What follows belongs to an exercise in optimizing a design on an open flow for small area; a production flow would make more cautious choices. Where RTL was checked, it was by simulation tests only, not by an equivalence proof against the original. Only the layout flow was run in run 1; the RTL was not checked for function there.

`design/flow/config.mk`:
```
export PLATFORM = sky130hd
export DESIGN_NAME = bm_noise_out
export DESIGN_NICKNAME = bm_noise_out
export VERILOG_FILES = /design/flow/design.v
export SDC_FILE = /design/flow/constraint.sdc
export NUM_CORES = 4
export LEC_CHECK = 0
export CAP_MARGIN = 20
export CORE_MARGIN = 2
export CORE_UTILIZATION = 40
export CTS_BUF_LIST = sky130_fd_sc_hd__clkbuf_8
export CTS_CLUSTER_DIAMETER = 60
export CTS_CLUSTER_SIZE = 18
export SLEW_MARGIN = 20
export SYNTH_HIERARCHICAL = 1
export SYNTH_MINIMUM_KEEP_SIZE = 0
```
`design/flow/constraint.sdc`:
```
create_clock -name core_clock -period 8.0 [get_ports {clk}]
set_input_delay 1.6000 -clock core_clock [delete_from_list [all_inputs] [get_ports {clk}]]
set_output_delay 1.6000 -clock core_clock [all_outputs]
set_load 0.01 [all_outputs]
```
`design/flow/design.v`:
```
module bm_noise_out #(
   parameter int DEPTH = 8,
   parameter int AW    = 3
) (
   input  logic          clk,
   input  logic          rst_n,
   input  logic          in_valid,
   output logic          in_ready,
   input  logic [16:0]   f,
   input  logic [15:0]   g0,
   input  logic [15:0]   g1,
   output logic          out_valid,
   input  logic          out_ready,
   output logic [15:0]   out_data,
   output logic          out_idx,
   output logic [AW:0]   fifo_level
);
   logic               init_reg;
   logic               s0_valid_reg;
   logic               s1_valid_reg;
   logic               s2_valid_reg;
   logic [AW-1:0]      wr_ptr_reg;
   logic [AW-1:0]      slot_reg;
   logic [AW:0]        level_reg;
   logic               half_reg;
   logic [16:0]        mem_f  [0:DEPTH-1];
   logic [15:0]        mem_g0 [0:DEPTH-1];
   logic [15:0]        mem_g1 [0:DEPTH-1];
   logic               accept;
   logic               push;
   logic               pop;
   logic [AW+1:0]      occupancy;
   logic               mul_hi;
   logic [16:0]        mul_f;
   logic [15:0]        mul_g;
   logic [15:0]        mul_x;
   logic [15:0]        out_reg;
   assign occupancy = (AW+2)'(level_reg) + (AW+2)'(s0_valid_reg)
                    + (AW+2)'(s1_valid_reg) + (AW+2)'(s2_valid_reg);
   assign in_ready   = init_reg && (occupancy <= (AW+2)'(DEPTH - 1));
   assign accept     = in_valid && in_ready;
   assign push       = s2_valid_reg;
   assign out_valid  = (level_reg != '0);
   assign pop        = out_valid && out_ready && half_reg;
   assign out_idx    = half_reg;
   assign fifo_level = level_reg;
   assign mul_hi   = out_valid && !half_reg;
   assign mul_f    = mem_f[slot_reg];
   assign mul_g    = mul_hi ? mem_g1[slot_reg] : mem_g0[slot_reg];
   logic p1, p2, p3, p4, p5, p6, p7, p8, p9, p10, p11, p12;
   logic p13, p14, p15, p16, p17, p18, p19, p20, p21, p22, p23, p24;
   logic p25, p26, p27, p28, p29, p30, p31, p32, p33, p34, p35, p36;
   logic p37, p38, p39, p40, p41, p42, p43, p44, p45, p46, p47, p48;
   logic p49, p50, p51, p52, p53, p54, p55, p56, p57, p58, p59, p60;
   logic p61, p62, p63, p64, p65, p66, p67, p68, p69, p70, p71, p72;
   logic p73, p74, p75, p76, p77, p78, p79, p80, p81, p82, p83, p84;
   logic p85, p86, p87, p88, p89, p90, p91, p92, p93, p94, p95, p96;
   logic p97, p98, p99, p100, p101, p102, p103, p104, p105, p106, p107, p108;
   logic p109, p110, p111, p112, p113, p114, p115, p116, p117, p118, p119, p120;
   logic p121, p122, p123, p124, p125, p126, p127, p128, p129, p130, p131, p132;
   logic p133, p134, p135, p136, p137, p138, p139, p140, p141, p142, p143, p144;
   logic p145, p146, p147, p148, p149, p150, p151, p152, p153, p154, p155, p156;
   logic p157, p158, p159, p160, p161, p162, p163, p164, p165, p166, p167, p168;
   logic p169, p170, p171, p172, p173, p174, p175, p176, p177, p178, p179, p180;
   logic p181, p182, p183, p184, p185, p186, p187, p188, p189, p190, p191, p192;
   logic p193, p194, p195, p196, p197, p198, p199, p200, p201, p202, p203, p204;
   logic p205, p206, p207, p208, p209, p210, p211, p212, p213, p214, p215, p216;
   logic p217, p218, p219, p220, p221, p222, p223, p224, p225, p226, p227, p228;
   logic p229, p230, p231, p232, p233, p234, p235, p236, p237, p238, p239, p240;
   logic p241, p242, p243, p244, p245, p246, p247, p248, p249, p250, p251, p252;
   logic p253, p254, p255, p256, p257, p258, p259, p260, p261, p262, p263, p264;
   logic p265, p266, p267, p268, p269, p270, p271, p272, s273, c274, s275, c276;
   logic s277, c278, s279, c280, s281, c282, s283, c284, s285, c286, s287, c288;
   logic s289, c290, s291, c292, s293, c294, s295, c296, s297, c298, s299, c300;
   logic s301, c302, s303, c304, s305, c306, s307, c308, s309, c310, s311, c312;
   logic s313, c314, s315, c316, s317, c318, s319, c320, s321, c322, s323, c324;
   logic s325, c326, s327, c328, s329, c330, s331, c332, s333, c334, s335, c336;
   logic s337, c338, s339, c340, s341, c342, s343, c344, s345, c346, s347, c348;
   logic s349, c350, s351, c352, s353, c354, s355, c356, s357, c358, s359, c360;
   logic s361, c362, s363, c364, s365, c366, s367, c368, s369, c370, s371, c372;
   logic s373, c374, s375, c376, s377, c378, s379, c380, s381, c382, s383, c384;
   logic s385, c386, s387, c388, s389, c390, s391, c392, s393, c394, s395, c396;
   logic s397, c398, s399, c400, s401, c402, s403, c404, s405, c406, s407, c408;
   logic s409, c410, s411, c412, s413, c414, s415, c416, s417, c418, s419, c420;
   logic s421, c422, s423, c424, s425, c426, s427, c428, s429, c430, s431, c432;
   logic s433, c434, s435, c436, s437, c438, s439, c440, s441, c442, s443, c444;
   logic s445, c446, s447, c448, s449, c450, s451, c452, s453, c454, s455, c456;
   logic s457, c458, s459, c460, s461, c462, s463, c464, s465, c466, s467, c468;
   logic s469, c470, s471, c472, s473, c474, s475, c476, s477, c478, s479, c480;
   logic s481, c482, s483, c484, s485, c486, s487, c488, s489, c490, s491, c492;
   logic s493, c494, s495, c496, s497, c498, s499, c500, s501, c502, s503, c504;
   logic s505, c506, s507, c508, s509, c510, s511, c512, s513, c514, s515, c516;
   logic s517, c518, s519, c520, s521, c522, s523, c524, s525, c526, s527, c528;
   logic s529, c530, s531, c532, s533, c534, s535, c536, s537, c538, s539, c540;
   logic s541, c542, s543, c544, s545, c546, s547, c548, s549, c550, s551, c552;
   logic s553, c554, s555, c556, s557, c558, s559, c560, s561, c562, s563, c564;
   logic s565, c566, s567, c568, s569, c570, s571, c572, s573, c574, s575, c576;
   logic s577, c578, s579, c580, s581, c582, s583, c584, s585, c586, s587, c588;
   logic s589, c590, s591, c592, s593, c594, s595, c596, s597, c598, s599, c600;
   logic s601, c602, s603, c604, s605, c606, s607, c608, s609, c610, s611, c612;
   logic s613, c614, s615, c616, s617, c618, s619, c620, s621, c622, s623, c624;
   logic s625, c626, s627, c628, s629, c630, s631, c632, s633, c634, s635, c636;
   logic s637, c638, s639, c640, s641, c642, s643, c644, s645, c646, s647, c648;
   logic s649, c650, s651, c652, s653, c654, s655, c656, s657, c658, s659, c660;
   logic s661, c662, s663, c664, s665, c666, s667, c668, s669, c670, s671, c672;
   logic s673, c674, s675, c676, s677, c678, s679, c680, s681, c682, s683, c684;
   logic s685, c686, s687, c688, s689, c690, s691, c692, s693, c694, s695, c696;
   logic s697, c698, s699, c700, s701, c702, s703, c704, s705, c706, s707, c708;
   logic s709, c710, s711, c712, s713, c714, s715, c716, s717, c718, s719, c720;
   logic s721, c722;
   assign p1 = ~(mul_f[0] & mul_g[0]);
   assign p2 = ~(mul_f[0] & mul_g[1]);
   assign p3 = ~(mul_f[0] & mul_g[2]);
   assign p4 = ~(mul_f[0] & mul_g[3]);
   assign p5 = ~(mul_f[0] & mul_g[4]);
   assign p6 = ~(mul_f[0] & mul_g[5]);
   assign p7 = ~(mul_f[0] & mul_g[6]);
   assign p8 = ~(mul_f[0] & mul_g[7]);
   assign p9 = ~(mul_f[0] & mul_g[8]);
   assign p10 = ~(mul_f[0] & mul_g[9]);
   assign p11 = ~(mul_f[0] & mul_g[10]);
   assign p12 = ~(mul_f[0] & mul_g[11]);
   assign p13 = ~(mul_f[0] & mul_g[12]);
   assign p14 = ~(mul_f[0] & mul_g[13]);
   assign p15 = ~(mul_f[0] & mul_g[14]);
   assign p16 = mul_f[0] & mul_g[15];
   assign p17 = ~(mul_f[1] & mul_g[0]);
   assign p18 = ~(mul_f[1] & mul_g[1]);
   assign p19 = ~(mul_f[1] & mul_g[2]);
   assign p20 = ~(mul_f[1] & mul_g[3]);
   assign p21 = ~(mul_f[1] & mul_g[4]);
   assign p22 = ~(mul_f[1] & mul_g[5]);
   assign p23 = ~(mul_f[1] & mul_g[6]);
   assign p24 = ~(mul_f[1] & mul_g[7]);
   assign p25 = ~(mul_f[1] & mul_g[8]);
   assign p26 = ~(mul_f[1] & mul_g[9]);
   assign p27 = ~(mul_f[1] & mul_g[10]);
   assign p28 = ~(mul_f[1] & mul_g[11]);
   assign p29 = ~(mul_f[1] & mul_g[12]);
   assign p30 = ~(mul_f[1] & mul_g[13]);
   assign p31 = ~(mul_f[1] & mul_g[14]);
   assign p32 = mul_f[1] & mul_g[15];
   assign p33 = ~(mul_f[2] & mul_g[0]);
   assign p34 = ~(mul_f[2] & mul_g[1]);
   assign p35 = ~(mul_f[2] & mul_g[2]);
   assign p36 = ~(mul_f[2] & mul_g[3]);
   assign p37 = ~(mul_f[2] & mul_g[4]);
   assign p38 = ~(mul_f[2] & mul_g[5]);
   assign p39 = ~(mul_f[2] & mul_g[6]);
   assign p40 = ~(mul_f[2] & mul_g[7]);
   assign p41 = ~(mul_f[2] & mul_g[8]);
   assign p42 = ~(mul_f[2] & mul_g[9]);
   assign p43 = ~(mul_f[2] & mul_g[10]);
   assign p44 = ~(mul_f[2] & mul_g[11]);
   assign p45 = ~(mul_f[2] & mul_g[12]);
   assign p46 = ~(mul_f[2] & mul_g[13]);
   assign p47 = ~(mul_f[2] & mul_g[14]);
   assign p48 = mul_f[2] & mul_g[15];
   assign p49 = ~(mul_f[3] & mul_g[0]);
   assign p50 = ~(mul_f[3] & mul_g[1]);
   assign p51 = ~(mul_f[3] & mul_g[2]);
   assign p52 = ~(mul_f[3] & mul_g[3]);
   assign p53 = ~(mul_f[3] & mul_g[4]);
   assign p54 = ~(mul_f[3] & mul_g[5]);
   assign p55 = ~(mul_f[3] & mul_g[6]);
   assign p56 = ~(mul_f[3] & mul_g[7]);
   assign p57 = ~(mul_f[3] & mul_g[8]);
   assign p58 = ~(mul_f[3] & mul_g[9]);
   assign p59 = ~(mul_f[3] & mul_g[10]);
   assign p60 = ~(mul_f[3] & mul_g[11]);
   assign p61 = ~(mul_f[3] & mul_g[12]);
   assign p62 = ~(mul_f[3] & mul_g[13]);
   assign p63 = ~(mul_f[3] & mul_g[14]);
   assign p64 = mul_f[3] & mul_g[15];
   assign p65 = ~(mul_f[4] & mul_g[0]);
   assign p66 = ~(mul_f[4] & mul_g[1]);
   assign p67 = ~(mul_f[4] & mul_g[2]);
   assign p68 = ~(mul_f[4] & mul_g[3]);
   assign p69 = ~(mul_f[4] & mul_g[4]);
   assign p70 = ~(mul_f[4] & mul_g[5]);
   assign p71 = ~(mul_f[4] & mul_g[6]);
   assign p72 = ~(mul_f[4] & mul_g[7]);
   assign p73 = ~(mul_f[4] & mul_g[8]);
   assign p74 = ~(mul_f[4] & mul_g[9]);
   assign p75 = ~(mul_f[4] & mul_g[10]);
   assign p76 = ~(mul_f[4] & mul_g[11]);
   assign p77 = ~(mul_f[4] & mul_g[12]);
   assign p78 = ~(mul_f[4] & mul_g[13]);
   assign p79 = ~(mul_f[4] & mul_g[14]);
   assign p80 = mul_f[4] & mul_g[15];
   assign p81 = ~(mul_f[5] & mul_g[0]);
   assign p82 = ~(mul_f[5] & mul_g[1]);
   assign p83 = ~(mul_f[5] & mul_g[2]);
   assign p84 = ~(mul_f[5] & mul_g[3]);
   assign p85 = ~(mul_f[5] & mul_g[4]);
   assign p86 = ~(mul_f[5] & mul_g[5]);
   assign p87 = ~(mul_f[5] & mul_g[6]);
   assign p88 = ~(mul_f[5] & mul_g[7]);
   assign p89 = ~(mul_f[5] & mul_g[8]);
   assign p90 = ~(mul_f[5] & mul_g[9]);
   assign p91 = ~(mul_f[5] & mul_g[10]);
   assign p92 = ~(mul_f[5] & mul_g[11]);
   assign p93 = ~(mul_f[5] & mul_g[12]);
   assign p94 = ~(mul_f[5] & mul_g[13]);
   assign p95 = ~(mul_f[5] & mul_g[14]);
   assign p96 = mul_f[5] & mul_g[15];
   assign p97 = ~(mul_f[6] & mul_g[0]);
   assign p98 = ~(mul_f[6] & mul_g[1]);
   assign p99 = ~(mul_f[6] & mul_g[2]);
   assign p100 = ~(mul_f[6] & mul_g[3]);
   assign p101 = ~(mul_f[6] & mul_g[4]);
   assign p102 = ~(mul_f[6] & mul_g[5]);
   assign p103 = ~(mul_f[6] & mul_g[6]);
   assign p104 = ~(mul_f[6] & mul_g[7]);
   assign p105 = ~(mul_f[6] & mul_g[8]);
   assign p106 = ~(mul_f[6] & mul_g[9]);
   assign p107 = ~(mul_f[6] & mul_g[10]);
   assign p108 = ~(mul_f[6] & mul_g[11]);
   assign p109 = ~(mul_f[6] & mul_g[12]);
   assign p110 = ~(mul_f[6] & mul_g[13]);
   assign p111 = ~(mul_f[6] & mul_g[14]);
   assign p112 = mul_f[6] & mul_g[15];
   assign p113 = ~(mul_f[7] & mul_g[0]);
   assign p114 = ~(mul_f[7] & mul_g[1]);
   assign p115 = ~(mul_f[7] & mul_g[2]);
   assign p116 = ~(mul_f[7] & mul_g[3]);
   assign p117 = ~(mul_f[7] & mul_g[4]);
   assign p118 = ~(mul_f[7] & mul_g[5]);
   assign p119 = ~(mul_f[7] & mul_g[6]);
   assign p120 = ~(mul_f[7] & mul_g[7]);
   assign p121 = ~(mul_f[7] & mul_g[8]);
   assign p122 = ~(mul_f[7] & mul_g[9]);
   assign p123 = ~(mul_f[7] & mul_g[10]);
   assign p124 = ~(mul_f[7] & mul_g[11]);
   assign p125 = ~(mul_f[7] & mul_g[12]);
   assign p126 = ~(mul_f[7] & mul_g[13]);
   assign p127 = ~(mul_f[7] & mul_g[14]);
   assign p128 = mul_f[7] & mul_g[15];
   assign p129 = ~(mul_f[8] & mul_g[0]);
   assign p130 = ~(mul_f[8] & mul_g[1]);
   assign p131 = ~(mul_f[8] & mul_g[2]);
   assign p132 = ~(mul_f[8] & mul_g[3]);
   assign p133 = ~(mul_f[8] & mul_g[4]);
   assign p134 = ~(mul_f[8] & mul_g[5]);
   assign p135 = ~(mul_f[8] & mul_g[6]);
   assign p136 = ~(mul_f[8] & mul_g[7]);
   assign p137 = ~(mul_f[8] & mul_g[8]);
   assign p138 = ~(mul_f[8] & mul_g[9]);
   assign p139 = ~(mul_f[8] & mul_g[10]);
   assign p140 = ~(mul_f[8] & mul_g[11]);
   assign p141 = ~(mul_f[8] & mul_g[12]);
   assign p142 = ~(mul_f[8] & mul_g[13]);
   assign p143 = ~(mul_f[8] & mul_g[14]);
   assign p144 = mul_f[8] & mul_g[15];
   assign p145 = ~(mul_f[9] & mul_g[0]);
   assign p146 = ~(mul_f[9] & mul_g[1]);
   assign p147 = ~(mul_f[9] & mul_g[2]);
   assign p148 = ~(mul_f[9] & mul_g[3]);
   assign p149 = ~(mul_f[9] & mul_g[4]);
   assign p150 = ~(mul_f[9] & mul_g[5]);
   assign p151 = ~(mul_f[9] & mul_g[6]);
   assign p152 = ~(mul_f[9] & mul_g[7]);
   assign p153 = ~(mul_f[9] & mul_g[8]);
   assign p154 = ~(mul_f[9] & mul_g[9]);
   assign p155 = ~(mul_f[9] & mul_g[10]);
   assign p156 = ~(mul_f[9] & mul_g[11]);
   assign p157 = ~(mul_f[9] & mul_g[12]);
   assign p158 = ~(mul_f[9] & mul_g[13]);
   assign p159 = ~(mul_f[9] & mul_g[14]);
   assign p160 = mul_f[9] & mul_g[15];
   assign p161 = ~(mul_f[10] & mul_g[0]);
   assign p162 = ~(mul_f[10] & mul_g[1]);
   assign p163 = ~(mul_f[10] & mul_g[2]);
   assign p164 = ~(mul_f[10] & mul_g[3]);
   assign p165 = ~(mul_f[10] & mul_g[4]);
   assign p166 = ~(mul_f[10] & mul_g[5]);
   assign p167 = ~(mul_f[10] & mul_g[6]);
   assign p168 = ~(mul_f[10] & mul_g[7]);
   assign p169 = ~(mul_f[10] & mul_g[8]);
   assign p170 = ~(mul_f[10] & mul_g[9]);
   assign p171 = ~(mul_f[10] & mul_g[10]);
   assign p172 = ~(mul_f[10] & mul_g[11]);
   assign p173 = ~(mul_f[10] & mul_g[12]);
   assign p174 = ~(mul_f[10] & mul_g[13]);
   assign p175 = ~(mul_f[10] & mul_g[14]);
   assign p176 = mul_f[10] & mul_g[15];
   assign p177 = ~(mul_f[11] & mul_g[0]);
   assign p178 = ~(mul_f[11] & mul_g[1]);
   assign p179 = ~(mul_f[11] & mul_g[2]);
   assign p180 = ~(mul_f[11] & mul_g[3]);
   assign p181 = ~(mul_f[11] & mul_g[4]);
   assign p182 = ~(mul_f[11] & mul_g[5]);
   assign p183 = ~(mul_f[11] & mul_g[6]);
   assign p184 = ~(mul_f[11] & mul_g[7]);
   assign p185 = ~(mul_f[11] & mul_g[8]);
   assign p186 = ~(mul_f[11] & mul_g[9]);
   assign p187 = ~(mul_f[11] & mul_g[10]);
   assign p188 = ~(mul_f[11] & mul_g[11]);
   assign p189 = ~(mul_f[11] & mul_g[12]);
   assign p190 = ~(mul_f[11] & mul_g[13]);
   assign p191 = ~(mul_f[11] & mul_g[14]);
   assign p192 = mul_f[11] & mul_g[15];
   assign p193 = ~(mul_f[12] & mul_g[0]);
   assign p194 = ~(mul_f[12] & mul_g[1]);
   assign p195 = ~(mul_f[12] & mul_g[2]);
   assign p196 = ~(mul_f[12] & mul_g[3]);
   assign p197 = ~(mul_f[12] & mul_g[4]);
   assign p198 = ~(mul_f[12] & mul_g[5]);
   assign p199 = ~(mul_f[12] & mul_g[6]);
   assign p200 = ~(mul_f[12] & mul_g[7]);
   assign p201 = ~(mul_f[12] & mul_g[8]);
   assign p202 = ~(mul_f[12] & mul_g[9]);
   assign p203 = ~(mul_f[12] & mul_g[10]);
   assign p204 = ~(mul_f[12] & mul_g[11]);
   assign p205 = ~(mul_f[12] & mul_g[12]);
   assign p206 = ~(mul_f[12] & mul_g[13]);
   assign p207 = ~(mul_f[12] & mul_g[14]);
   assign p208 = mul_f[12] & mul_g[15];
   assign p209 = ~(mul_f[13] & mul_g[0]);
   assign p210 = ~(mul_f[13] & mul_g[1]);
   assign p211 = ~(mul_f[13] & mul_g[2]);
   assign p212 = ~(mul_f[13] & mul_g[3]);
   assign p213 = ~(mul_f[13] & mul_g[4]);
   assign p214 = ~(mul_f[13] & mul_g[5]);
   assign p215 = ~(mul_f[13] & mul_g[6]);
   assign p216 = ~(mul_f[13] & mul_g[7]);
   assign p217 = ~(mul_f[13] & mul_g[8]);
   assign p218 = ~(mul_f[13] & mul_g[9]);
   assign p219 = ~(mul_f[13] & mul_g[10]);
   assign p220 = ~(mul_f[13] & mul_g[11]);
   assign p221 = ~(mul_f[13] & mul_g[12]);
   assign p222 = ~(mul_f[13] & mul_g[13]);
   assign p223 = ~(mul_f[13] & mul_g[14]);
   assign p224 = mul_f[13] & mul_g[15];
   assign p225 = ~(mul_f[14] & mul_g[0]);
   assign p226 = ~(mul_f[14] & mul_g[1]);
   assign p227 = ~(mul_f[14] & mul_g[2]);
   assign p228 = ~(mul_f[14] & mul_g[3]);
   assign p229 = ~(mul_f[14] & mul_g[4]);
   assign p230 = ~(mul_f[14] & mul_g[5]);
   assign p231 = ~(mul_f[14] & mul_g[6]);
   assign p232 = ~(mul_f[14] & mul_g[7]);
   assign p233 = ~(mul_f[14] & mul_g[8]);
   assign p234 = ~(mul_f[14] & mul_g[9]);
   assign p235 = ~(mul_f[14] & mul_g[10]);
   assign p236 = ~(mul_f[14] & mul_g[11]);
   assign p237 = ~(mul_f[14] & mul_g[12]);
   assign p238 = ~(mul_f[14] & mul_g[13]);
   assign p239 = ~(mul_f[14] & mul_g[14]);
   assign p240 = mul_f[14] & mul_g[15];
   assign p241 = ~(mul_f[15] & mul_g[0]);
   assign p242 = ~(mul_f[15] & mul_g[1]);
   assign p243 = ~(mul_f[15] & mul_g[2]);
   assign p244 = ~(mul_f[15] & mul_g[3]);
   assign p245 = ~(mul_f[15] & mul_g[4]);
   assign p246 = ~(mul_f[15] & mul_g[5]);
   assign p247 = ~(mul_f[15] & mul_g[6]);
   assign p248 = ~(mul_f[15] & mul_g[7]);
   assign p249 = ~(mul_f[15] & mul_g[8]);
   assign p250 = ~(mul_f[15] & mul_g[9]);
   assign p251 = ~(mul_f[15] & mul_g[10]);
   assign p252 = ~(mul_f[15] & mul_g[11]);
   assign p253 = ~(mul_f[15] & mul_g[12]);
   assign p254 = ~(mul_f[15] & mul_g[13]);
   assign p255 = ~(mul_f[15] & mul_g[14]);
   assign p256 = mul_f[15] & mul_g[15];
   assign p257 = ~(mul_f[16] & mul_g[0]);
   assign p258 = ~(mul_f[16] & mul_g[1]);
   assign p259 = ~(mul_f[16] & mul_g[2]);
   assign p260 = ~(mul_f[16] & mul_g[3]);
   assign p261 = ~(mul_f[16] & mul_g[4]);
   assign p262 = ~(mul_f[16] & mul_g[5]);
   assign p263 = ~(mul_f[16] & mul_g[6]);
   assign p264 = ~(mul_f[16] & mul_g[7]);
   assign p265 = ~(mul_f[16] & mul_g[8]);
   assign p266 = ~(mul_f[16] & mul_g[9]);
   assign p267 = ~(mul_f[16] & mul_g[10]);
   assign p268 = ~(mul_f[16] & mul_g[11]);
   assign p269 = ~(mul_f[16] & mul_g[12]);
   assign p270 = ~(mul_f[16] & mul_g[13]);
   assign p271 = ~(mul_f[16] & mul_g[14]);
   assign p272 = mul_f[16] & mul_g[15];
   assign s273 = ~(p14 ^ p29);
   assign c274 = p14 | p29;
   bm_fa u_s275 (.x(p15), .y(p30), .z(p45), .s(s275), .c(c276));
   assign s277 = ~(p60 ^ p75);
   assign c278 = p60 | p75;
   assign s279 = p16 ^ p31;
   assign c280 = p16 & p31;
   bm_fa u_s281 (.x(p46), .y(p61), .z(p76), .s(s281), .c(c282));
   bm_fa u_s283 (.x(p91), .y(p106), .z(p121), .s(s283), .c(c284));
   assign s285 = p32 ^ p47;
   assign c286 = p32 & p47;
   bm_fa u_s287 (.x(p62), .y(p77), .z(p92), .s(s287), .c(c288));
   bm_fa u_s289 (.x(p107), .y(p122), .z(p137), .s(s289), .c(c290));
   assign s291 = ~(p152 ^ p167);
   assign c292 = p152 | p167;
   bm_fa u_s293 (.x(p48), .y(p63), .z(p78), .s(s293), .c(c294));
   bm_fa u_s295 (.x(p93), .y(p108), .z(p123), .s(s295), .c(c296));
   bm_fa u_s297 (.x(p138), .y(p153), .z(p168), .s(s297), .c(c298));
   bm_fa u_s299 (.x(p64), .y(p79), .z(p94), .s(s299), .c(c300));
   bm_fa u_s301 (.x(p109), .y(p124), .z(p139), .s(s301), .c(c302));
   bm_fa u_s303 (.x(p80), .y(p95), .z(p110), .s(s303), .c(c304));
   assign s305 = ~(p10 ^ p25);
   assign c306 = p10 | p25;
   bm_fa u_s307 (.x(p11), .y(p26), .z(p41), .s(s307), .c(c308));
   assign s309 = ~(p56 ^ p71);
   assign c310 = p56 | p71;
   bm_fa u_s311 (.x(p12), .y(p27), .z(p42), .s(s311), .c(c312));
   bm_fa u_s313 (.x(p57), .y(p72), .z(p87), .s(s313), .c(c314));
   assign s315 = ~(p102 ^ p117);
   assign c316 = p102 | p117;
   bm_fa u_s317 (.x(p13), .y(p28), .z(p43), .s(s317), .c(c318));
   bm_fa u_s319 (.x(p58), .y(p73), .z(p88), .s(s319), .c(c320));
   bm_fa u_s321 (.x(p103), .y(p118), .z(p133), .s(s321), .c(c322));
   assign s323 = ~(p148 ^ p163);
   assign c324 = p148 | p163;
   bm_fa u_s325 (.x(p44), .y(p59), .z(p74), .s(s325), .c(c326));
   bm_fa u_s327 (.x(p89), .y(p104), .z(p119), .s(s327), .c(c328));
   bm_fa u_s329 (.x(p134), .y(p149), .z(p164), .s(s329), .c(c330));
   bm_fa u_s331 (.x(p179), .y(p194), .z(p209), .s(s331), .c(c332));
   bm_fa u_s333 (.x(p90), .y(p105), .z(p120), .s(s333), .c(c334));
   bm_fa u_s335 (.x(p135), .y(p150), .z(p165), .s(s335), .c(c336));
   bm_fa u_s337 (.x(p180), .y(p195), .z(p210), .s(s337), .c(c338));
   bm_fa u_s339 (.x(p225), .y(c274), .z(s275), .s(s339), .c(c340));
   bm_fa u_s341 (.x(p136), .y(p151), .z(p166), .s(s341), .c(c342));
   bm_fa u_s343 (.x(p181), .y(p196), .z(p211), .s(s343), .c(c344));
   bm_fa u_s345 (.x(p226), .y(p241), .z(c276), .s(s345), .c(c346));
   bm_fa u_s347 (.x(c278), .y(s279), .z(s281), .s(s347), .c(c348));
   bm_fa u_s349 (.x(p182), .y(p197), .z(p212), .s(s349), .c(c350));
   bm_fa u_s351 (.x(p227), .y(p242), .z(p257), .s(s351), .c(c352));
   bm_fa u_s353 (.x(c280), .y(c282), .z(c284), .s(s353), .c(c354));
   bm_fa u_s355 (.x(s285), .y(s287), .z(s289), .s(s355), .c(c356));
   bm_fa u_s357 (.x(p183), .y(p198), .z(p213), .s(s357), .c(c358));
   bm_fa u_s359 (.x(p228), .y(p243), .z(p258), .s(s359), .c(c360));
   bm_fa u_s361 (.x(c286), .y(c288), .z(c290), .s(s361), .c(c362));
   bm_fa u_s363 (.x(c292), .y(s293), .z(s295), .s(s363), .c(c364));
   bm_fa u_s365 (.x(p154), .y(p169), .z(p184), .s(s365), .c(c366));
   bm_fa u_s367 (.x(p199), .y(p214), .z(p229), .s(s367), .c(c368));
   bm_fa u_s369 (.x(p244), .y(p259), .z(c294), .s(s369), .c(c370));
   bm_fa u_s371 (.x(c296), .y(c298), .z(s299), .s(s371), .c(c372));
   bm_fa u_s373 (.x(p125), .y(p140), .z(p155), .s(s373), .c(c374));
   bm_fa u_s375 (.x(p170), .y(p185), .z(p200), .s(s375), .c(c376));
   bm_fa u_s377 (.x(p215), .y(p230), .z(p245), .s(s377), .c(c378));
   bm_fa u_s379 (.x(p260), .y(c300), .z(c302), .s(s379), .c(c380));
   bm_fa u_s381 (.x(p96), .y(p111), .z(p126), .s(s381), .c(c382));
   bm_fa u_s383 (.x(p141), .y(p156), .z(p171), .s(s383), .c(c384));
   bm_fa u_s385 (.x(p186), .y(p201), .z(p216), .s(s385), .c(c386));
   bm_fa u_s387 (.x(p231), .y(p246), .z(p261), .s(s387), .c(c388));
   bm_fa u_s389 (.x(p112), .y(p127), .z(p142), .s(s389), .c(c390));
   bm_fa u_s391 (.x(p157), .y(p172), .z(p187), .s(s391), .c(c392));
   bm_fa u_s393 (.x(p202), .y(p217), .z(p232), .s(s393), .c(c394));
   bm_fa u_s395 (.x(p128), .y(p143), .z(p158), .s(s395), .c(c396));
   bm_fa u_s397 (.x(p173), .y(p188), .z(p203), .s(s397), .c(c398));
   bm_fa u_s399 (.x(p144), .y(p159), .z(p174), .s(s399), .c(c400));
   assign s401 = ~(p7 ^ p22);
   assign c402 = p7 | p22;
   bm_fa u_s403 (.x(p8), .y(p23), .z(p38), .s(s403), .c(c404));
   assign s405 = ~(p53 ^ p68);
   assign c406 = p53 | p68;
   bm_fa u_s407 (.x(p9), .y(p24), .z(p39), .s(s407), .c(c408));
   bm_fa u_s409 (.x(p54), .y(p69), .z(p84), .s(s409), .c(c410));
   assign s411 = ~(p99 ^ p114);
   assign c412 = p99 | p114;
   bm_fa u_s413 (.x(p40), .y(p55), .z(p70), .s(s413), .c(c414));
   bm_fa u_s415 (.x(p85), .y(p100), .z(p115), .s(s415), .c(c416));
   bm_fa u_s417 (.x(p130), .y(p145), .z(s305), .s(s417), .c(c418));
   bm_fa u_s419 (.x(p86), .y(p101), .z(p116), .s(s419), .c(c420));
   bm_fa u_s421 (.x(p131), .y(p146), .z(p161), .s(s421), .c(c422));
   bm_fa u_s423 (.x(c306), .y(s307), .z(s309), .s(s423), .c(c424));
   bm_fa u_s425 (.x(p132), .y(p147), .z(p162), .s(s425), .c(c426));
   bm_fa u_s427 (.x(p177), .y(c308), .z(c310), .s(s427), .c(c428));
   bm_fa u_s429 (.x(s311), .y(s313), .z(s315), .s(s429), .c(c430));
   bm_fa u_s431 (.x(p178), .y(p193), .z(c312), .s(s431), .c(c432));
   bm_fa u_s433 (.x(c314), .y(c316), .z(s317), .s(s433), .c(c434));
   bm_fa u_s435 (.x(s319), .y(s321), .z(s323), .s(s435), .c(c436));
   bm_fa u_s437 (.x(c318), .y(c320), .z(c322), .s(s437), .c(c438));
   bm_fa u_s439 (.x(c324), .y(s325), .z(s327), .s(s439), .c(c440));
   bm_fa u_s441 (.x(s329), .y(s331), .z(s273), .s(s441), .c(c442));
   bm_fa u_s443 (.x(c326), .y(c328), .z(c330), .s(s443), .c(c444));
   bm_fa u_s445 (.x(c332), .y(s333), .z(s335), .s(s445), .c(c446));
   bm_fa u_s447 (.x(s337), .y(s277), .z(s339), .s(s447), .c(c448));
   bm_fa u_s449 (.x(c334), .y(c336), .z(c338), .s(s449), .c(c450));
   bm_fa u_s451 (.x(s341), .y(s343), .z(s283), .s(s451), .c(c452));
   bm_fa u_s453 (.x(c340), .y(s345), .z(s347), .s(s453), .c(c454));
   bm_fa u_s455 (.x(c342), .y(c344), .z(s349), .s(s455), .c(c456));
   bm_fa u_s457 (.x(s351), .y(s291), .z(c346), .s(s457), .c(c458));
   bm_fa u_s459 (.x(c348), .y(s353), .z(s355), .s(s459), .c(c460));
   bm_fa u_s461 (.x(c350), .y(c352), .z(s357), .s(s461), .c(c462));
   bm_fa u_s463 (.x(s359), .y(s297), .z(c354), .s(s463), .c(c464));
   bm_fa u_s465 (.x(c356), .y(s361), .z(s363), .s(s465), .c(c466));
   bm_fa u_s467 (.x(c358), .y(c360), .z(s365), .s(s467), .c(c468));
   bm_fa u_s469 (.x(s367), .y(s301), .z(c362), .s(s469), .c(c470));
   bm_fa u_s471 (.x(c364), .y(s369), .z(s371), .s(s471), .c(c472));
   bm_fa u_s473 (.x(c366), .y(c368), .z(s373), .s(s473), .c(c474));
   bm_fa u_s475 (.x(s375), .y(s377), .z(s303), .s(s475), .c(c476));
   bm_fa u_s477 (.x(c370), .y(c372), .z(s379), .s(s477), .c(c478));
   bm_fa u_s479 (.x(c374), .y(c376), .z(c378), .s(s479), .c(c480));
   bm_fa u_s481 (.x(c304), .y(s381), .z(s383), .s(s481), .c(c482));
   bm_fa u_s483 (.x(s385), .y(s387), .z(c380), .s(s483), .c(c484));
   bm_fa u_s485 (.x(p247), .y(p262), .z(c382), .s(s485), .c(c486));
   bm_fa u_s487 (.x(c384), .y(c386), .z(c388), .s(s487), .c(c488));
   bm_fa u_s489 (.x(s389), .y(s391), .z(s393), .s(s489), .c(c490));
   bm_fa u_s491 (.x(p218), .y(p233), .z(p248), .s(s491), .c(c492));
   bm_fa u_s493 (.x(p263), .y(c390), .z(c392), .s(s493), .c(c494));
   bm_fa u_s495 (.x(c394), .y(s395), .z(s397), .s(s495), .c(c496));
   bm_fa u_s497 (.x(p189), .y(p204), .z(p219), .s(s497), .c(c498));
   bm_fa u_s499 (.x(p234), .y(p249), .z(p264), .s(s499), .c(c500));
   bm_fa u_s501 (.x(c396), .y(c398), .z(s399), .s(s501), .c(c502));
   bm_fa u_s503 (.x(p160), .y(p175), .z(p190), .s(s503), .c(c504));
   bm_fa u_s505 (.x(p205), .y(p220), .z(p235), .s(s505), .c(c506));
   bm_fa u_s507 (.x(p250), .y(p265), .z(c400), .s(s507), .c(c508));
   bm_fa u_s509 (.x(p176), .y(p191), .z(p206), .s(s509), .c(c510));
   bm_fa u_s511 (.x(p221), .y(p236), .z(p251), .s(s511), .c(c512));
   bm_fa u_s513 (.x(p192), .y(p207), .z(p222), .s(s513), .c(c514));
   assign s515 = ~(p5 ^ p20);
   assign c516 = p5 | p20;
   bm_fa u_s517 (.x(p6), .y(p21), .z(p36), .s(s517), .c(c518));
   assign s519 = ~(p51 ^ p66);
   assign c520 = p51 | p66;
   bm_fa u_s521 (.x(p37), .y(p52), .z(p67), .s(s521), .c(c522));
   bm_fa u_s523 (.x(p82), .y(p97), .z(s401), .s(s523), .c(c524));
   bm_fa u_s525 (.x(p83), .y(p98), .z(p113), .s(s525), .c(c526));
   bm_fa u_s527 (.x(c402), .y(s403), .z(s405), .s(s527), .c(c528));
   bm_fa u_s529 (.x(p129), .y(c404), .z(c406), .s(s529), .c(c530));
   bm_fa u_s531 (.x(s407), .y(s409), .z(s411), .s(s531), .c(c532));
   bm_fa u_s533 (.x(c408), .y(c410), .z(c412), .s(s533), .c(c534));
   bm_fa u_s535 (.x(s413), .y(s415), .z(s417), .s(s535), .c(c536));
   bm_fa u_s537 (.x(c414), .y(c416), .z(s419), .s(s537), .c(c538));
   bm_fa u_s539 (.x(s421), .y(c418), .z(s423), .s(s539), .c(c540));
   bm_fa u_s541 (.x(c420), .y(c422), .z(s425), .s(s541), .c(c542));
   bm_fa u_s543 (.x(c424), .y(s427), .z(s429), .s(s543), .c(c544));
   bm_fa u_s545 (.x(c426), .y(c428), .z(c430), .s(s545), .c(c546));
   bm_fa u_s547 (.x(s431), .y(s433), .z(s435), .s(s547), .c(c548));
   bm_fa u_s549 (.x(c432), .y(c434), .z(c436), .s(s549), .c(c550));
   bm_fa u_s551 (.x(s437), .y(s439), .z(s441), .s(s551), .c(c552));
   bm_fa u_s553 (.x(c438), .y(c440), .z(c442), .s(s553), .c(c554));
   bm_fa u_s555 (.x(s443), .y(s445), .z(s447), .s(s555), .c(c556));
   bm_fa u_s557 (.x(c444), .y(c446), .z(s449), .s(s557), .c(c558));
   bm_fa u_s559 (.x(s451), .y(c448), .z(s453), .s(s559), .c(c560));
   bm_fa u_s561 (.x(c450), .y(c452), .z(s455), .s(s561), .c(c562));
   bm_fa u_s563 (.x(s457), .y(c454), .z(s459), .s(s563), .c(c564));
   bm_fa u_s565 (.x(c456), .y(s461), .z(c458), .s(s565), .c(c566));
   bm_fa u_s567 (.x(s463), .y(c460), .z(s465), .s(s567), .c(c568));
   bm_fa u_s569 (.x(c462), .y(s467), .z(c464), .s(s569), .c(c570));
   bm_fa u_s571 (.x(s469), .y(c466), .z(s471), .s(s571), .c(c572));
   bm_fa u_s573 (.x(c468), .y(s473), .z(s475), .s(s573), .c(c574));
   bm_fa u_s575 (.x(c470), .y(c472), .z(s477), .s(s575), .c(c576));
   bm_fa u_s577 (.x(c474), .y(c476), .z(s479), .s(s577), .c(c578));
   bm_fa u_s579 (.x(s481), .y(c478), .z(s483), .s(s579), .c(c580));
   bm_fa u_s581 (.x(c480), .y(c482), .z(s485), .s(s581), .c(c582));
   bm_fa u_s583 (.x(s487), .y(s489), .z(c484), .s(s583), .c(c584));
   bm_fa u_s585 (.x(s491), .y(c486), .z(c488), .s(s585), .c(c586));
   bm_fa u_s587 (.x(c490), .y(s493), .z(s495), .s(s587), .c(c588));
   bm_fa u_s589 (.x(c492), .y(s497), .z(s499), .s(s589), .c(c590));
   bm_fa u_s591 (.x(c494), .y(c496), .z(s501), .s(s591), .c(c592));
   bm_fa u_s593 (.x(c498), .y(c500), .z(s503), .s(s593), .c(c594));
   bm_fa u_s595 (.x(s505), .y(c502), .z(s507), .s(s595), .c(c596));
   bm_fa u_s597 (.x(p266), .y(c504), .z(c506), .s(s597), .c(c598));
   bm_fa u_s599 (.x(s509), .y(s511), .z(c508), .s(s599), .c(c600));
   bm_fa u_s601 (.x(p237), .y(p252), .z(p267), .s(s601), .c(c602));
   bm_fa u_s603 (.x(c510), .y(c512), .z(s513), .s(s603), .c(c604));
   bm_fa u_s605 (.x(p208), .y(p223), .z(p238), .s(s605), .c(c606));
   bm_fa u_s607 (.x(p253), .y(p268), .z(c514), .s(s607), .c(c608));
   bm_fa u_s609 (.x(p224), .y(p239), .z(p254), .s(s609), .c(c610));
   assign s611 = ~(p4 ^ p19);
   assign c612 = p4 | p19;
   bm_fa u_s613 (.x(p35), .y(p50), .z(p65), .s(s613), .c(c614));
   bm_fa u_s615 (.x(p81), .y(c516), .z(s517), .s(s615), .c(c616));
   bm_fa u_s617 (.x(c518), .y(c520), .z(s521), .s(s617), .c(c618));
   bm_fa u_s619 (.x(c522), .y(s525), .z(c524), .s(s619), .c(c620));
   bm_fa u_s621 (.x(c526), .y(c528), .z(s529), .s(s621), .c(c622));
   bm_fa u_s623 (.x(c530), .y(c532), .z(s533), .s(s623), .c(c624));
   bm_fa u_s625 (.x(c534), .y(s537), .z(c536), .s(s625), .c(c626));
   bm_fa u_s627 (.x(c538), .y(s541), .z(c540), .s(s627), .c(c628));
   bm_fa u_s629 (.x(c542), .y(c544), .z(s545), .s(s629), .c(c630));
   bm_fa u_s631 (.x(c546), .y(c548), .z(s549), .s(s631), .c(c632));
   bm_fa u_s633 (.x(c550), .y(c552), .z(s553), .s(s633), .c(c634));
   bm_fa u_s635 (.x(c554), .y(s557), .z(c556), .s(s635), .c(c636));
   bm_fa u_s637 (.x(c558), .y(s561), .z(c560), .s(s637), .c(c638));
   bm_fa u_s639 (.x(c562), .y(s565), .z(c564), .s(s639), .c(c640));
   bm_fa u_s641 (.x(c566), .y(s569), .z(c568), .s(s641), .c(c642));
   bm_fa u_s643 (.x(s573), .y(c570), .z(c572), .s(s643), .c(c644));
   bm_fa u_s645 (.x(c574), .y(s577), .z(c576), .s(s645), .c(c646));
   bm_fa u_s647 (.x(c578), .y(s581), .z(s583), .s(s647), .c(c648));
   bm_fa u_s649 (.x(c582), .y(s585), .z(s587), .s(s649), .c(c650));
   bm_fa u_s651 (.x(s589), .y(c586), .z(c588), .s(s651), .c(c652));
   bm_fa u_s653 (.x(c590), .y(s593), .z(c592), .s(s653), .c(c654));
   bm_fa u_s655 (.x(c594), .y(s597), .z(c596), .s(s655), .c(c656));
   bm_fa u_s657 (.x(s601), .y(c598), .z(s603), .s(s657), .c(c658));
   bm_fa u_s659 (.x(c602), .y(s605), .z(c604), .s(s659), .c(c660));
   bm_fa u_s661 (.x(p269), .y(c606), .z(s609), .s(s661), .c(c662));
   bm_fa u_s663 (.x(p240), .y(p255), .z(p270), .s(s663), .c(c664));
   assign s665 = ~(p3 ^ p18);
   assign c666 = p3 | p18;
   bm_fa u_s667 (.x(p34), .y(p49), .z(s611), .s(s667), .c(c668));
   bm_fa u_s669 (.x(c612), .y(s613), .z(s515), .s(s669), .c(c670));
   bm_fa u_s671 (.x(c614), .y(s519), .z(s615), .s(s671), .c(c672));
   bm_fa u_s673 (.x(c616), .y(s617), .z(s523), .s(s673), .c(c674));
   bm_fa u_s675 (.x(c618), .y(s527), .z(s619), .s(s675), .c(c676));
   bm_fa u_s677 (.x(s531), .y(c620), .z(s621), .s(s677), .c(c678));
   bm_fa u_s679 (.x(c622), .y(s623), .z(s535), .s(s679), .c(c680));
   bm_fa u_s681 (.x(c624), .y(s539), .z(s625), .s(s681), .c(c682));
   bm_fa u_s683 (.x(s543), .y(c626), .z(s627), .s(s683), .c(c684));
   bm_fa u_s685 (.x(s547), .y(c628), .z(s629), .s(s685), .c(c686));
   bm_fa u_s687 (.x(s551), .y(c630), .z(s631), .s(s687), .c(c688));
   bm_fa u_s689 (.x(c632), .y(s633), .z(s555), .s(s689), .c(c690));
   bm_fa u_s691 (.x(c634), .y(s559), .z(s635), .s(s691), .c(c692));
   bm_fa u_s693 (.x(s563), .y(c636), .z(s637), .s(s693), .c(c694));
   bm_fa u_s695 (.x(s567), .y(c638), .z(s639), .s(s695), .c(c696));
   bm_fa u_s697 (.x(s571), .y(c640), .z(s641), .s(s697), .c(c698));
   bm_fa u_s699 (.x(s575), .y(c642), .z(s643), .s(s699), .c(c700));
   bm_fa u_s701 (.x(s579), .y(c644), .z(s645), .s(s701), .c(c702));
   bm_fa u_s703 (.x(c580), .y(c646), .z(s647), .s(s703), .c(c704));
   bm_fa u_s705 (.x(c584), .y(s649), .z(c648), .s(s705), .c(c706));
   bm_fa u_s707 (.x(s591), .y(c650), .z(s651), .s(s707), .c(c708));
   bm_fa u_s709 (.x(s595), .y(c652), .z(s653), .s(s709), .c(c710));
   bm_fa u_s711 (.x(s599), .y(c654), .z(s655), .s(s711), .c(c712));
   bm_fa u_s713 (.x(c600), .y(s657), .z(c656), .s(s713), .c(c714));
   bm_fa u_s715 (.x(s607), .y(c658), .z(s659), .s(s715), .c(c716));
   bm_fa u_s717 (.x(c608), .y(s661), .z(c660), .s(s717), .c(c718));
   bm_fa u_s719 (.x(c610), .y(s663), .z(c662), .s(s719), .c(c720));
   bm_fa u_s721 (.x(p256), .y(p271), .z(c664), .s(s721), .c(c722));
   logic [32:0] ra, rb, sum;
   assign ra = {1'b0, c722, c720, c718, c716, c714, c712, c710, c708, c706, c704, c702, c700, c698, c696, c694, c692, c690, c688, c686, c684, c682, c680, c678, c676, c674, c672, c670, c668, c666, s665, p2, p1};
   assign rb = {1'b1, p272, s721, s719, s717, s715, s713, s711, s709, s707, s705, s703, s701, s699, s697, s695, s693, s691, s689, s687, s685, s683, s681, s679, s677, s675, s673, s671, s669, s667, p33, p17, 1'b1};
   logic [17:0] rc;
   assign rc[0] = 1'b1;
   assign rc[1] = (ra[0] & rb[0]) | (ra[0] & rc[0]) | (rb[0] & rc[0]);
   assign rc[2] = (ra[1] & rb[1]) | (ra[1] & rc[1]) | (rb[1] & rc[1]);
   assign rc[3] = (ra[2] & rb[2]) | (ra[2] & rc[2]) | (rb[2] & rc[2]);
   assign rc[4] = (ra[3] & rb[3]) | (ra[3] & rc[3]) | (rb[3] & rc[3]);
   assign rc[5] = (ra[4] & rb[4]) | (ra[4] & rc[4]) | (rb[4] & rc[4]);
   assign rc[6] = (ra[5] & rb[5]) | (ra[5] & rc[5]) | (rb[5] & rc[5]);
   assign rc[7] = (ra[6] & rb[6]) | (ra[6] & rc[6]) | (rb[6] & rc[6]);
   assign rc[8] = (ra[7] & rb[7]) | (ra[7] & rc[7]) | (rb[7] & rc[7]);
   assign rc[9] = (ra[8] & rb[8]) | (ra[8] & rc[8]) | (rb[8] & rc[8]);
   assign rc[10] = (ra[9] & rb[9]) | (ra[9] & rc[9]) | (rb[9] & rc[9]);
   assign rc[11] = (ra[10] & rb[10]) | (ra[10] & rc[10]) | (rb[10] & rc[10]);
   assign rc[12] = (ra[11] & rb[11]) | (ra[11] & rc[11]) | (rb[11] & rc[11]);
   assign rc[13] = (ra[12] & rb[12]) | (ra[12] & rc[12]) | (rb[12] & rc[12]);
   assign rc[14] = (ra[13] & rb[13]) | (ra[13] & rc[13]) | (rb[13] & rc[13]);
   assign rc[15] = (ra[14] & rb[14]) | (ra[14] & rc[14]) | (rb[14] & rc[14]);
   assign rc[16] = (ra[15] & rb[15]) | (ra[15] & rc[15]) | (rb[15] & rc[15]);
   assign rc[17] = (ra[16] & rb[16]) | (ra[16] & rc[16]) | (rb[16] & rc[16]);
   logic [15:0] hi;
   assign hi = ra[32:17] + rb[32:17] + 16'(rc[17]);
   assign sum = {hi, 17'(0)};
   assign mul_x = ~sum[32:17];
   assign out_data = out_valid ? out_reg : 16'h0000;
   always_ff @(posedge clk or negedge rst_n) begin
      if (!rst_n) begin
         init_reg     <= 1'b0;
         s0_valid_reg <= 1'b0;
         s1_valid_reg <= 1'b0;
         s2_valid_reg <= 1'b0;
         wr_ptr_reg   <= '0;
         slot_reg     <= '0;
         level_reg    <= '0;
         half_reg     <= 1'b0;
      end else begin
         init_reg     <= 1'b1;
         s0_valid_reg <= accept;
         s1_valid_reg <= s0_valid_reg;
         s2_valid_reg <= s1_valid_reg;
         if (accept) wr_ptr_reg <= wr_ptr_reg + AW'(1);
         if (out_valid && out_ready && !half_reg) slot_reg <= slot_reg + AW'(1);
         level_reg <= level_reg + (AW+1)'(push) - (AW+1)'(pop);
         if (out_valid && out_ready) half_reg <= ~half_reg;
      end
   end
   always_ff @(posedge clk) begin
      if (!out_valid || out_ready) out_reg <= mul_x;
   end
   always_ff @(posedge clk) begin
      if (accept) begin
         mem_f[wr_ptr_reg]  <= f;
         mem_g0[wr_ptr_reg] <= g0;
         mem_g1[wr_ptr_reg] <= g1;
      end
   end
endmodule
module bm_fa (
   input  logic x, y, z,
   output logic s, c
);
   assign s = x ^ y ^ z;
   assign c = (x & y) | (x & z) | (y & z);
endmodule
```
`design/flow/flow/run.sh`:
```
#!/bin/bash
# The standard layout (the standard.sh: standard synthesis, then ORFS
# floorplan to finish) with two placement/CTS choices changed:
#  - port buffers use the smallest buffer cell (every port still gets one);
#  - clock tree synthesis adds no dummy loads (same buffers and clustering
#    as config.mk asks for).
set -euo pipefail
export BUFFER_PORTS_ARGS="-buffer_cell sky130_fd_sc_hd__buf_1"
export CTS_ARGS="-sink_clustering_enable -repair_clock_nets -dont_use_dummy_load -buf_list sky130_fd_sc_hd__clkbuf_8 -sink_clustering_size 18 -sink_clustering_max_diameter 60"
bash standard.sh > standard.log 2>&1
```
`design/flow/standard.sh`:
```
#!/bin/bash
# synth_recipe.tcl (not shown) runs the flow's synth.tcl, then flattens the netlist and writes it again
# the make line also repeats each setting of config.mk as NAME=value (left out here)
make -C /OpenROAD-flow-scripts/flow DESIGN_CONFIG=/design/flow/config.mk WORK_HOME=/design/flow/orfs CLKGATE_MAP_FILE= SYNTH_SCRIPT=/design/flow/synth_recipe.tcl "${@:-finish}"
```
==> reports/results.tsv, run 1 <==
stage	metric	value	unit
critical_path	CP arrival	8.18	ns
clock_tree	CTS tree	done	
critical_path	r2r startpoint	slot_reg[0]	
logic_synthesis	XOR/XNOR Fraction of Synth Area	0.7700	%
critical_path	r2r endpoint	out_reg[14]	
critical_path	Startpoint Class	flop	
min_path	min-delay worst type	flop to flop	
floorplan	Starting Density	40.42	%
logic_synthesis	Unique masters post-synth	46	
logic_synthesis	register area share after synthesis	55.51	%
drt	Avg Vias per Cell	5.213	
layout	final core utilization	45.14	%
sta	setup_tns	0	ns
clock_tree	Clock Root Buffer	clkbuf_8	
clock_tree	clock latency on the worst-skew pair	0.65	ns
logic_synthesis	Net Count, Synth	1681	
global_routing	largest net degree at the start of global routing	50	
critical_path	r2r setup slk	0.19	ns
logic_synthesis	FFs w/ async S/R, synth	3.546	%
drt	Starting DRT DRC Count	907	
logic_synthesis	fraction of the mapped netlist area in simple logic gates	7.425	%
logic_synthesis	number of flops mapped to enable cells by yosys	408	
critical_path	Crit path top cell by count	fa_1	
floorplan	Die Span X	242.5	um
sta	Pins Over Slew Limit	0	
sta	clk_skew	0.05683	ns
floorplan	row count	87	
layout	fin nets	1845	
sta	final setup vio count	0	
min_path	Min-Delay Path Depth	0	
drt	wire per inst	21.51	um
clock_tree	TritonCTS Buffers	30	
drt	detailed-route wire length	49310	um
job	Max-cap violations	0	
placement	HPWL Detailed	33530	um
layout	Largest register FFs	136	
clock_tree	Post-CTS Hold Fix Bufs	0	
global_routing	Overflow after GRT	0	
min_path	min-delay src	s1_valid_reg	
logic_synthesis	syn_area_per_cell	16.56	sq um
drt	drt pass-1 iters	5	
logic_synthesis	largest area contributor in the netlist	edfxtp_1	
logic_synthesis	Compound-Gate Fraction of Synth Area	1.446	%
logic_synthesis	yosys warns	7	
clock_tree	# clock sinks	423	
logic_synthesis	Mapped Area	22750	sq um
sta	final hold vios	0	
drt	Residual DRC	0	
clock_tree	clock slew at reported path FFs	0.11	ns
critical_path	crit-path max FO	8	
status	status	complete, no violations	
clock_tree	CTS Buffer Depth	3	
floorplan	io pins	76	
critical_path	reg2reg path depth	26	
logic_synthesis	multiplexer share of the synthesized area	11.43	%
layout	Largest Register	mem_f	
drt	DRT antenna net count	0	
logic_synthesis	area share of fa/ha/maj cells after synthesis	21.26	%
sta	WHS	0.4014	ns
drt	vias	11950	
placement	number of port buffers	75	
layout	layout cells sized above 1	20.05	%
global_routing	initial antenna violation count	4	
floorplan	Die Y	242.5	um
logic_synthesis	#FFs+latches synth	423	
critical_path	Critical Path RT	8.37	ns
sta	fmax	128.0	MHz
critical_path	Setup Crit Path Kind	flop to flop	
logic_synthesis	Top FF cell, synth	edfxtp_1	
global_routing	Total GRT Usage	16.91	%
sta	fin crit share	97.66	%
sta	worst slew pin tran	0.9282	ns
critical_path	Slowest-stage cell, CP	mux4_2	
sta	relative slew slack	38.12	%
floorplan	Die Footprint	58800	sq um
critical_path	CP max stage delay	0.62	ns
floorplan	placeable core region	56280	sq um
global_routing	vias in the first global route	12980	
min_path	Hold EP	s2_valid_reg	
sta	Period minus WS final	7.813	ns
logic_synthesis	Syn Inst Count	1374	
layout	area grow syn2layout	11.68	%
logic_synthesis	ranking of synthesized cells by area	edfxtp_1 54%, fa_1 19%, mux4_2 11%, nand2_1 4.6%, ha_1 2.2%	
logic_synthesis	main combinational cell family by area after synthesis	adder cells	
layout	Top Registers	mem_f: 136 flops, mem_g0: 128 flops, mem_g1: 128 flops	
placement	Placer Congestion	0.8326	
layout	Inserted Diodes	0	
clock_tree	H-Tree Level Count	1	
global_routing	first-pass GRT wire length	76420	um
logic_synthesis	share of the synthesized area in the top cell type	53.86	%
critical_path	critical path endpoint category	flop	
sta	RSZ-0062 raised after global routing	true	
[modules after synthesis (local to each module, per instance)]
module | area [sq um] | cells inside | times used | flip-flops and latches
bm_fa | 20.02 | 1 | 209 | 0
bm_noise_out | 18570 | 1165 | 1 | 423
[worst max-delay path by stage]
| stage | from | to | slack [ns] | depth (start not counted) |
|---|---|---|---|---|
| after CTS | slot_reg[0] | out_reg[14] | 0.03 | 26 |
| after global placement | slot_reg[0] | out_reg[14] | -0.25 | 26 |
| after floorplan | slot_reg[0] | out_reg[14] | 0.004 | 27 |
| after detailed placement | slot_reg[0] | out_reg[14] | -0.32 | 26 |
| final | slot_reg[0] | out_reg[14] | 0.19 | 26 |
| after global routing | slot_reg[0] | out_reg[14] | -0.06 | 26 |
[logic make-up after synthesis]
family	count (synthesis)
flops	423
simple gates	391
fa+ha+maj	259
mux	117
buf+inv	112
compound gates	51
xor+xnor	20
other cells	1
[synth_stat cells, types with 9 or more instances]
master	count
edfxtp_1	408
nand2_1	281
fa_1	214
mux4_2	110
and2_1	64
inv_1	48
ha_1	40
clkbuf_1	34
buf_2	21
nor2_1	21
dfrtp_1	15
o21ai_0	12
a21oi_1	11
xor2_1	11
nand2b_1	10
xnor2_1	9
[cell type report]
class | instances | area, sq um
fill | 4914 | 30870
sequential | 423 | 12640
multi-input combinational | 839 | 9804
timing repair buffer | 196 | 1426
tap | 756 | 945.9
clock buffer | 30 | 412.9
inverter | 48 | 180.2
[worst max-delay path: cells and delay by family (launching register included)]
| family | cells | cell delay, ns |
|---|---|---|
| simple gates | 4 | 0.78 |
| compound gates | 9 | 1.10 |
| flops | 1 | 0.55 |
| fa+ha+maj | 8 | 3.61 |
| xor+xnor | 1 | 0.08 |
| buf+inv | 2 | 0.31 |
| mux | 2 | 1.11 |
[layout by cell type (no fill, tap or decap), types with 13 or more instances in the layout]
master | synthesis | routed
and2_1 | 64 | 63
inv_1 | 48 | 48
buf_4 | 5 | 98
mux4_2 | 110 | 110
nand2_1 | 281 | 276
clkbuf_8 | 0 | 30
edfxtp_1 | 408 | 408
ha_1 | 40 | 40
nor2_1 | 21 | 14
buf_12 | 0 | 13
buf_1 | 1 | 75
fa_1 | 214 | 205
[layer usage]
layer	vias to the layer above	part of all wire, %	GRT usage, %
met5	-	0.11	0
met1	6358	43	22.57
met2	273	50	28.89
met3	70	5.6	3.224
met4	8	2.0	3.704
li1	5240	-	-
[through the flow]
stage	instance area [sq um]	setup WS (ns)	std cells
after floorplan	22760	0.003881	1374
after global placement	24700	-0.2542	2249
after detailed placement	24700	-0.3184	2249
after CTS	25200	0.03305	2283
after global routing	25410	-0.05788	2292
final	25410	0.1873	2292
[what timing repair did]
item | 4_1_cts | 5_1_grt
cloned | 1 | 0
endpoints found under the hold margin | 0 | 0
setup endpoints to repair | 7 | 8
gates resized for setup | 14 | 35
pin swaps | 5 | 21
buffers inserted | 3 | 9
==> run 2, diff against run 1 <==
--- a/design/flow/design.v
+++ b/design/flow/design.v
@@ -20,7 +20,7 @@
    logic               s1_valid_reg;
    logic               s2_valid_reg;
    logic [AW-1:0]      wr_ptr_reg;
-   logic [AW-1:0]      slot_reg;
+   logic [DEPTH-1:0]   slot_sel_reg;
    logic [AW:0]        level_reg;
    logic               half_reg;
    logic [16:0]        mem_f  [0:DEPTH-1];
@@ -45,8 +45,15 @@
    assign out_idx    = half_reg;
    assign fifo_level = level_reg;
    assign mul_hi   = out_valid && !half_reg;
-   assign mul_f    = mem_f[slot_reg];
-   assign mul_g    = mul_hi ? mem_g1[slot_reg] : mem_g0[slot_reg];
+   always_comb begin
+      mul_f = '0;
+      mul_g = '0;
+      for (int k = 0; k < DEPTH; k++) begin
+         mul_f = mul_f | ({17{slot_sel_reg[k]}} & mem_f[k]);
+         mul_g = mul_g | ({16{slot_sel_reg[k] && !mul_hi}} & mem_g0[k])
+                       | ({16{slot_sel_reg[k] &&  mul_hi}} & mem_g1[k]);
+      end
+   end
    logic p1, p2, p3, p4, p5, p6, p7, p8, p9, p10, p11, p12;
    logic p13, p14, p15, p16, p17, p18, p19, p20, p21, p22, p23, p24;
    logic p25, p26, p27, p28, p29, p30, p31, p32, p33, p34, p35, p36;
@@ -624,7 +631,7 @@
    logic [32:0] ra, rb, sum;
    assign ra = {1'b0, c722, c720, c718, c716, c714, c712, c710, c708, c706, c704, c702, c700, c698, c696, c694, c692, c690, c688, c686, c684, c682, c680, c678, c676, c674, c672, c670, c668, c666, s665, p2, p1};
    assign rb = {1'b1, p272, s721, s719, s717, s715, s713, s711, s709, s707, s705, s703, s701, s699, s697, s695, s693, s691, s689, s687, s685, s683, s681, s679, s677, s675, s673, s671, s669, s667, p33, p17, 1'b1};
-   logic [17:0] rc;
+   logic [14:0] rc;
    assign rc[0] = 1'b1;
    assign rc[1] = (ra[0] & rb[0]) | (ra[0] & rc[0]) | (rb[0] & rc[0]);
    assign rc[2] = (ra[1] & rb[1]) | (ra[1] & rc[1]) | (rb[1] & rc[1]);
@@ -640,12 +647,9 @@
    assign rc[12] = (ra[11] & rb[11]) | (ra[11] & rc[11]) | (rb[11] & rc[11]);
    assign rc[13] = (ra[12] & rb[12]) | (ra[12] & rc[12]) | (rb[12] & rc[12]);
    assign rc[14] = (ra[13] & rb[13]) | (ra[13] & rc[13]) | (rb[13] & rc[13]);
-   assign rc[15] = (ra[14] & rb[14]) | (ra[14] & rc[14]) | (rb[14] & rc[14]);
-   assign rc[16] = (ra[15] & rb[15]) | (ra[15] & rc[15]) | (rb[15] & rc[15]);
-   assign rc[17] = (ra[16] & rb[16]) | (ra[16] & rc[16]) | (rb[16] & rc[16]);
-   logic [15:0] hi;
-   assign hi = ra[32:17] + rb[32:17] + 16'(rc[17]);
-   assign sum = {hi, 17'(0)};
+   logic [18:0] hi;
+   assign hi = ra[32:14] + rb[32:14] + 19'(rc[14]);
+   assign sum = {hi, 14'(0)};
    assign mul_x = ~sum[32:17];
    assign out_data = out_valid ? out_reg : 16'h0000;
    always_ff @(posedge clk or negedge rst_n) begin
@@ -655,7 +659,7 @@
          s1_valid_reg <= 1'b0;
          s2_valid_reg <= 1'b0;
          wr_ptr_reg   <= '0;
-         slot_reg     <= '0;
+         slot_sel_reg <= DEPTH'(1);
          level_reg    <= '0;
          half_reg     <= 1'b0;
       end else begin
@@ -664,7 +668,8 @@
          s1_valid_reg <= s0_valid_reg;
          s2_valid_reg <= s1_valid_reg;
          if (accept) wr_ptr_reg <= wr_ptr_reg + AW'(1);
-         if (out_valid && out_ready && !half_reg) slot_reg <= slot_reg + AW'(1);
+         if (out_valid && out_ready && !half_reg)
+            slot_sel_reg <= {slot_sel_reg[DEPTH-2:0], slot_sel_reg[DEPTH-1]};
          level_reg <= level_reg + (AW+1)'(push) - (AW+1)'(pop);
          if (out_valid && out_ready) half_reg <= ~half_reg;
       end
--- a/design/flow/config.mk
+++ b/design/flow/config.mk
@@ -7,7 +7,7 @@
 export LEC_CHECK = 0
 export CAP_MARGIN = 20
 export CORE_MARGIN = 2
-export CORE_UTILIZATION = 40
+export CORE_UTILIZATION = 65
 export CTS_BUF_LIST = sky130_fd_sc_hd__clkbuf_8
 export CTS_CLUSTER_DIAMETER = 60
 export CTS_CLUSTER_SIZE = 18
==> run 2 against run 1 <==
Compared with the run above:
- still clean
- flip-flop and latch count rose by 5
- wire length grew 9.4%
- worst setup slack better by 0.20 ns
- die area is 39% lower
- sequential share of layout area up 3.4 points
- synthesized cell count up 15%
- register-to-register slack better by 0.20 ns
==> reports/results.tsv, run 2 <==
stage	metric	value	unit	change
status	status	complete, no violations		unchanged
layout	most frequent cells in the layout	408 x edfxtp_1, 313 x nand2_1, 212 x fa_1, 138 x a22oi_1, 75 x buf_1		was 408 x edfxtp_1, 276 x nand2_1, 205 x fa_1, 110 x mux4_2, 98 x buf_4
sta	worst slew pin tran	0.9129	ns	was 0.9282 ns
floorplan	Starting Density	65.46	%	was 40.42%
global_routing	first-pass GRT wire length	82800	um	was 76,420 um
sta	fmax	131.3	MHz	was 128.0 MHz
placement	Cell Area, Placed	23570	sq um	was 24,700 sq um
clock_tree	clock latency on the worst-skew pair	0.62	ns	was 0.65 ns
critical_path	Crit path top cell by count	fa_1		unchanged
logic_synthesis	XOR/XNOR Fraction of Synth Area	0.5853	%	was 0.7700%
placement	Placer Congestion	0.8966		was 0.8326
layout	Top Registers	mem_f: 136 flops, mem_g0: 128 flops, mem_g1: 128 flops		unchanged
sta	Period minus WS final	7.615	ns	was 7.813 ns
job	Max-cap violations	0		unchanged
layout	Finished Layout Cells	2129		was 2,292
sta	clk_skew	0.06127	ns	was 0.05683 ns
logic_synthesis	yosys warns	7		unchanged
drt	sum of routed wire segments on met1	21750	um	was 21,090 um
placement	HPWL Detailed	34480	um	was 33,530 um
sta	final setup slack of the worst path	0.3846	ns	was 0.1873 ns
logic_synthesis	Mapped Area	22450	sq um	was 22,750 sq um
floorplan	Die Footprint	36040	sq um	was 58,800 sq um
logic_synthesis	syn_area_per_cell	14.17	sq um	was 16.56 sq um
drt	WL met3	5027	um	was 2738 um
drt	met2 routed WL	25770	um	was 24,450 um
floorplan	io pins	76		unchanged
global_routing	largest net degree at the start of global routing	50		unchanged
sta	WHS	0.4171	ns	was 0.4014 ns
critical_path	critical path endpoint category	flop		unchanged
logic_synthesis	Commonest cells post-synth	408 x edfxtp_1, 313 x nand2_1, 212 x fa_1		was 408 x edfxtp_1, 281 x nand2_1, 214 x fa_1
floorplan	Die Span X	189.8	um	was 242.5 um
clock_tree	Clock Root Buffer	clkbuf_8		unchanged
logic_synthesis	Syn Inst Count	1584		was 1,374
global_routing	vias in the first global route	14030		was 12,980
global_routing	Total GRT Usage	30.82	%	was 16.91%
drt	DRT antenna net count	0		unchanged
layout	post-layout instance area	24020	sq um	was 25,410 sq um
layout	fin nets	1983		was 1,845
logic_synthesis	main combinational cell family by area after synthesis	adder cells		unchanged
logic_synthesis	largest area contributor in the netlist	edfxtp_1		unchanged
placement	worst slack, placed	0.4338	ns	was -0.3184 ns
critical_path	CP arrival	7.95	ns	was 8.18 ns
drt	DR top layer	met4		was met5
logic_synthesis	top-count cell post-synth	edfxtp_1		unchanged
sta	setup_tns	0	ns	unchanged
layout	most common cell after layout, fill and taps aside	edfxtp_1		unchanged
## run 2: changes by cell type after synthesis, sizes merged, moves of 7 or more
| cell | before | now |
|---|---|---|
| a22oi | 3 | 138 |
| mux4 | 113 | 0 |
| nand2 | 281 | 314 |
| nand4 | 3 | 26 |
| a222oi | 0 | 21 |
| clkbuf | 34 | 55 |
| and2 | 64 | 47 |
| nor2b | 3 | 19 |
| a21oi | 12 | 26 |
| nand3 | 1 | 15 |
| xor2 | 11 | 3 |
| a211oi | 1 | 8 |
## run 2: cells by family after synthesis
| family | count (synthesis) |
|---|---|
| AND/OR/NAND/NOR | 468 |
| flip-flops | 428 |
| AO/OA/AOI/OAI | 266 |
| adder cells (fa/ha/maj) | 257 |
| buffers and inverters | 134 |
| XOR/XNOR | 15 |
| multiplexers | 15 |
| other | 1 |
## run 2: critical path, delay by kind of cell, from the launching register on
| family | cells | cell delay, ns |
|---|---|---|
| fa+ha+maj | 8 | 3.42 |
| flops | 1 | 0.39 |
| simple gates | 6 | 1.56 |
| buf+inv | 3 | 0.40 |
| compound gates | 9 | 1.59 |
## run 2: final timing paths
| path | cells after the start | slack (ns) | startpoint | end |
|---|---|---|---|---|
| hold / removal | 0 | 0.42 | s0_valid_reg | s1_valid_reg |
| setup reg to reg | 26 | 0.38 | level_reg[3] | out_reg[9] |
| setup / recovery | 26 | 0.38 | level_reg[3] | out_reg[9] |
| hold reg to reg | 0 | 0.42 | s0_valid_reg | s1_valid_reg |
| min in group asynchronous | 2 | 0.93 | rst_n | slot_sel_reg[1] |
| max in group asynchronous | 2 | 6.77 | rst_n | slot_sel_reg[3] |
## run 2: per-module statistics from Yosys, one instance, submodules excluded
module | copies in the design | cells
bm_fa | 209 | 1
bm_noise_out | 1 | 1375
## run 2: metal layers
layer  track usage (%)  vias up
met4             8.497        0
met1             44.41     7089
met2             49.35      710
met5                 0        -
met3             5.645      101
li1                  -     5905
## run 2: what timing repair did
item	4_1_cts	5_1_grt
hold endpoints to repair	0	0
endpoints found under the setup margin	0	2
gates resized for setup	0	1
buffers inserted	0	4
hold buffers	0	0
## run 2: final cells by class
cell class | instances | area (sq um)
flip-flops and latches | 428 | 12760
fillers | 2349 | 10260
multi-input cells | 1023 | 9246
repair buffers | 144 | 849.6
well taps | 455 | 569.3
clock buffers | 30 | 412.9
inverters | 48 | 180.2
diodes | 1 | 2.502

-- separate check: timing with driven ports --
How much do the figures lean on ideal ports? The routed layouts below were timed once more, with nothing changed but the port constraints.
Step 1: set_driving_cell puts a clkbuf_16 on clk and a buf_2 on each other input, an assumption about the parent block.
Step 2 adds t to the input delays and takes it off the output delays; t is the mean of the earliest and latest rising clock arrival at the registers after step 1. Input paths then give back, and output paths get back, about the clock's delay inside the block.
a / b / c = ideal ports / drivers / drivers and shift; a / b = the first two.
| run | t, ns | slack for setup (ns) | worst setup path at the end | worst data-port slew with drivers (ns) | pins driven straight from the clock port |
|---|---|---|---|---|---|
| run 1 | 0.671 | 0.187 / 0.187 / 0.187 | register to register | 0.13 | 1 |
| run 2 | 0.642 | 0.385 / 0.385 / 0.385 | register to register | 0.11 | 1 |
After both steps setup and hold are still met in every run listed.
